Background: an optimization exercise with open tools, aiming at a short achievable clock period and few clock cycles. Do not read the settings as production practice.
Power figures rest on the tool's default switching activity, not on a simulated workload.

==> module psram_cache, before the edit <==
module psram_cache #(
  parameter int LINES = 64
) (
  input  logic              clk,
  input  logic              resetn,
  input  logic              cpu_valid,
  input  logic [ADDR_W-1:0] cpu_addr,
  input  logic [31:0]       cpu_wdata,
  input  logic [3:0]        cpu_wstrb,
  output logic [31:0]       cpu_rdata,
  output logic              cpu_ready,
  input  logic              flush,
  output logic              mem_valid,
  output logic [ADDR_W-1:0] mem_addr,
  output logic [31:0]       mem_wdata,
  output logic [3:0]        mem_wstrb,
  input  logic [31:0]       mem_rdata,
  input  logic              mem_ready,
  output logic [31:0]       stat_hits,
  output logic [31:0]       stat_misses
);
  localparam int IDX_W = 6;
  localparam int TAG_W = ADDR_W - IDX_W;
  logic [63:0]      line_v;
  logic [TAG_W-1:0] line_tag [64];
  logic              rd_wait;     
  logic              rd_q;        
  logic              miss_q;      
  logic              wr_q;        
  logic              ov;          
  logic              o_isrd;      
  logic              mv_q;        
  logic              rdy_q;       
  logic [31:0]       rdata_q;     
  logic              bv;          
  logic [ADDR_W-1:0] b_addr;
  logic [31:0]       b_wdata;
  logic [3:0]        b_wstrb;
  logic [ADDR_W-1:0] o_addr;      
  logic [31:0]       o_wdata;     
  logic [3:0]        o_wstrb;     
  logic [31:0]       hits_p1;
  logic [31:0]       hits_bak;
  logic [31:0]       misses_p1;
  wire [TAG_W-1:0] in_tag = cpu_addr[ADDR_W-1:IDX_W];
  wire             in_wr  = |cpu_wstrb;
  logic [7:0]  lo, hi;
  logic [63:0] match;
  logic [31:0] line_rd;
  always_comb begin
    for (int i = 0; i < 8; i++) begin
      lo[i] = (cpu_addr[2:0] == 3'(i));
      hi[i] = (cpu_addr[5:3] == 3'(i));
    end
    for (int i = 0; i < 64; i++)
      match[i] = lo[i % 8] && hi[i / 8] && line_v[i] && (line_tag[i] == in_tag);
  end
  wire hit = |match;
  cache_data_ram #(
    .LINES (64)
  ) u_data_ram (
    .clk       (clk),
    .lo        (lo),
    .hi        (hi),
    .rd_data   (line_rd),
    .fill      (rd_done),
    .fill_data (mem_rdata),
    .wr_be     (wr_q ? cpu_wstrb : 4'b0000),
    .wr_data   (cpu_wdata)
  );
  wire hs       = mv_q && mem_ready;              
  wire rd_done  = hs && o_isrd;
  wire out_free = !ov || hs;
  wire room     = !(ov && bv);
  wire can_take = cpu_valid && !rdy_q && !rd_wait;
  wire take_rd  = can_take && !in_wr;
  wire take_wr  = can_take && in_wr && room;
  wire enq_nh   = room && (take_wr || (rd_wait && !rd_q));    
  wire enq_m    = room && take_rd;                             
  wire enq      = enq_nh || (enq_m && !hit);
  wire ov_next  = out_free ? (bv || enq) : 1'b1;
  assign mem_valid = mv_q || (ov && !mem_ready);
  assign cpu_ready = rdy_q || rd_done;
  assign cpu_rdata = rd_wait ? mem_rdata : rdata_q;
  always_ff @(posedge clk or posedge resetn) begin
    if (resetn) begin
      line_v      <= '0;
      rd_wait     <= 1'b0;
      rd_q        <= 1'b0;
      miss_q      <= 1'b0;
      wr_q        <= 1'b0;
      ov          <= 1'b0;
      o_isrd      <= 1'b0;
      bv          <= 1'b0;
      rdy_q       <= 1'b0;
      mv_q        <= 1'b0;
      stat_hits   <= '0;
      stat_misses <= '0;
    end else begin
      for (int i = 0; i < 64; i++)
        line_v[i] <= (rd_done && lo[i % 8] && hi[i / 8]) || (line_v[i] && !flush);
      rd_wait   <= (rd_wait && !rd_done) || (take_rd && !hit);
      rd_q      <= (rd_wait && !rd_done && (rd_q || room)) || (enq_m && !hit);
      miss_q    <= take_rd && !hit;
      wr_q      <= take_wr && hit;
      rdy_q     <= take_wr || (take_rd && hit);
      ov        <= ov_next;
      if (out_free) o_isrd <= bv ? (b_wstrb == 4'b0000) : (cpu_wstrb == 4'b0000);
      bv        <= out_free ? (bv && enq) : (bv || enq);
      mv_q      <= mem_valid && !mem_ready;
      if (take_rd)     stat_hits <= hits_p1;
      else if (miss_q) stat_hits <= hits_bak;
      if (miss_q)      stat_misses <= misses_p1;
    end
  end
  always_ff @(posedge clk) begin
    hits_p1   <= stat_hits + 32'd1;
    hits_bak  <= stat_hits;
    misses_p1 <= stat_misses + 32'd1;
    rdata_q   <= line_rd;
    for (int i = 0; i < 64; i++)
      if (rd_done && lo[i % 8] && hi[i / 8]) line_tag[i] <= in_tag;
    if (!bv || out_free) begin
      b_addr  <= cpu_addr;
      b_wdata <= cpu_wdata;
      b_wstrb <= cpu_wstrb;
    end
    o_addr    <= out_free ? (bv ? b_addr  : cpu_addr)  : mem_addr;
    o_wdata   <= out_free ? (bv ? b_wdata : cpu_wdata) : mem_wdata;
    o_wstrb   <= out_free ? (bv ? b_wstrb : cpu_wstrb) : mem_wstrb;
    mem_addr  <= out_free ? (bv ? b_addr  : cpu_addr)  : o_addr;
    mem_wdata <= out_free ? (bv ? b_wdata : cpu_wdata) : o_wdata;
    mem_wstrb <= out_free ? (bv ? b_wstrb : cpu_wstrb) : o_wstrb;
  end
endmodule
==> flow/config.mk <==
export PLATFORM = sky130hd
export DESIGN_NAME = psram_cache
export DESIGN_NICKNAME = psram_cache
export VERILOG_FILES = /design/flow/design.v
export SDC_FILE = /design/flow/constraint.sdc
export NUM_CORES = 4
export LEC_CHECK = 0
export ABC_CLOCK_PERIOD_IN_PS = 2200
export CAP_MARGIN = 20
export CORE_MARGIN = 2
export CORE_UTILIZATION = 45
export SETUP_SLACK_MARGIN = 3.8
export SLEW_MARGIN = 20
==> flow/constraint.sdc <==
create_clock -name core_clock -period 6.0 [get_ports {clk}]
set_input_delay 1.2000 -clock core_clock [delete_from_list [all_inputs] [get_ports {clk}]]
set_output_delay 1.2000 -clock core_clock [all_outputs]
set_load 0.01 [all_outputs]
run.sh (not shown) runs the stock make flow with config.mk's settings and CLKGATE_MAP_FILE= SYNTH_SCRIPT=/design/flow/synth_recipe.tcl, a recipe that flattens the netlist after the stock synthesis.
Next try:
--- a/flow/design.v
+++ b/flow/design.v
@@ -59,16 +59,13 @@
   logic [63:0]      line_v;
   logic [TAG_W-1:0] line_tag [64];
   logic              rd_wait;     
   logic              rd_q;        
   logic              miss_q;      
+  logic              fill_q;      
   logic              wr_q;        
   logic              ov;          
-  logic              o_isrd;      
-  logic              mv_q;        
-  logic              rdy_q;       
-  logic [31:0]       rdata_q;     
   logic              bv;          
   logic [ADDR_W-1:0] b_addr;
   logic [31:0]       b_wdata;
   logic [3:0]        b_wstrb;
   logic [ADDR_W-1:0] o_addr;      
@@ -96,67 +93,64 @@
   ) u_data_ram (
     .clk       (clk),
     .lo        (lo),
     .hi        (hi),
     .rd_data   (line_rd),
-    .fill      (rd_done),
-    .fill_data (mem_rdata),
+    .fill      (fill_q),
+    .fill_data (cpu_rdata),
     .wr_be     (wr_q ? cpu_wstrb : 4'b0000),
     .wr_data   (cpu_wdata)
   );
-  wire hs       = mv_q && mem_ready;              
-  wire rd_done  = hs && o_isrd;
+  wire hs       = mem_valid && mem_ready;         
+  wire rd_done  = hs && rd_wait && (o_wstrb == 4'b0000);
   wire out_free = !ov || hs;
   wire room     = !(ov && bv);
-  wire can_take = cpu_valid && !rdy_q && !rd_wait;
+  wire can_take = cpu_valid && !cpu_ready && !rd_wait;
   wire take_rd  = can_take && !in_wr;
   wire take_wr  = can_take && in_wr && room;
   wire enq_nh   = room && (take_wr || (rd_wait && !rd_q));    
   wire enq_m    = room && take_rd;                             
   wire enq      = enq_nh || (enq_m && !hit);
   wire ov_next  = out_free ? (bv || enq) : 1'b1;
-  assign mem_valid = mv_q || (ov && !mem_ready);
-  assign cpu_ready = rdy_q || rd_done;
-  assign cpu_rdata = rd_wait ? mem_rdata : rdata_q;
   always_ff @(posedge clk or posedge resetn) begin
     if (resetn) begin
       line_v      <= '0;
       rd_wait     <= 1'b0;
       rd_q        <= 1'b0;
       miss_q      <= 1'b0;
+      fill_q      <= 1'b0;
       wr_q        <= 1'b0;
       ov          <= 1'b0;
-      o_isrd      <= 1'b0;
       bv          <= 1'b0;
-      rdy_q       <= 1'b0;
-      mv_q        <= 1'b0;
+      cpu_ready   <= 1'b0;
+      mem_valid   <= 1'b0;
       stat_hits   <= '0;
       stat_misses <= '0;
     end else begin
       for (int i = 0; i < 64; i++)
-        line_v[i] <= (rd_done && lo[i % 8] && hi[i / 8]) || (line_v[i] && !flush);
+        line_v[i] <= (fill_q && lo[i % 8] && hi[i / 8]) || (line_v[i] && !flush);
       rd_wait   <= (rd_wait && !rd_done) || (take_rd && !hit);
       rd_q      <= (rd_wait && !rd_done && (rd_q || room)) || (enq_m && !hit);
       miss_q    <= take_rd && !hit;
+      fill_q    <= rd_done;
       wr_q      <= take_wr && hit;
-      rdy_q     <= take_wr || (take_rd && hit);
+      cpu_ready <= take_wr || rd_done || (take_rd && hit);
       ov        <= ov_next;
-      if (out_free) o_isrd <= bv ? (b_wstrb == 4'b0000) : (cpu_wstrb == 4'b0000);
       bv        <= out_free ? (bv && enq) : (bv || enq);
-      mv_q      <= mem_valid && !mem_ready;
+      mem_valid <= !hs && (mem_valid || (ov_next && !mem_ready));
       if (take_rd)     stat_hits <= hits_p1;
       else if (miss_q) stat_hits <= hits_bak;
       if (miss_q)      stat_misses <= misses_p1;
     end
   end
   always_ff @(posedge clk) begin
     hits_p1   <= stat_hits + 32'd1;
     hits_bak  <= stat_hits;
     misses_p1 <= stat_misses + 32'd1;
-    rdata_q   <= line_rd;
+    cpu_rdata <= rd_wait ? mem_rdata : line_rd;
     for (int i = 0; i < 64; i++)
-      if (rd_done && lo[i % 8] && hi[i / 8]) line_tag[i] <= in_tag;
+      if (fill_q && lo[i % 8] && hi[i / 8]) line_tag[i] <= in_tag;
     if (!bv || out_free) begin
       b_addr  <= cpu_addr;
       b_wdata <= cpu_wdata;
       b_wstrb <= cpu_wstrb;
     end
Global-route usage falls by 0.36 points.
Utilization rises by 0.28 points.
Power falls by a few percent.
Die area falls by a few percent.
Clock power hardly moves.
Critical path depth rises by 11.
Non-clock buffer count rises by 130.
Clock skew rises by 0.029 ns.
Cell area falls by a few percent.
Wire length falls by a few percent.
Worst setup slack improves by 0.52 ns.
Worst hold slack improves by 0.017 ns.
No run of this note included a check of the RTL's function; only the layout flow was run.

[separate check: timing with driven ports]
Ports are ideal in the flow. The routed layouts listed here were re-timed in OpenROAD. Step 1 (the two cells are an assumption about what drives the block):
set clk [get_ports {clk}]
set_driving_cell -lib_cell sky130_fd_sc_hd__clkbuf_16 $clk
set_driving_cell -lib_cell sky130_fd_sc_hd__buf_2 [delete_from_list [all_inputs] $clk]
Step 2 adds t to the input delays and takes it off the output delays; t is the mean of the earliest and latest rising clock arrival at the registers after step 1. Input paths then give back, and output paths get back, about the clock's delay inside the block. a / b / c = ideal ports / drivers / drivers and shift; a / b = the first two.
| run | shift t [ns] | setup slack, ns | worst hold slack (ns) | clock arrival spread, ns |
|---|---|---|---|---|
| the first run | 1.018 | 2.427 / 2.317 / 1.594 | 0.421 / 0.421 / 0.421 | 0.081 / 0.081 |
| the second run | 1.070 | 2.947 / 2.691 / 1.622 | 0.439 / 0.439 / 0.439 | 0.106 / 0.107 |
After both steps setup and hold are still met in every run listed. The setup slack of the second run, which loses most, moves by -0.256 ns with the drivers and by -1.325 ns with both steps.
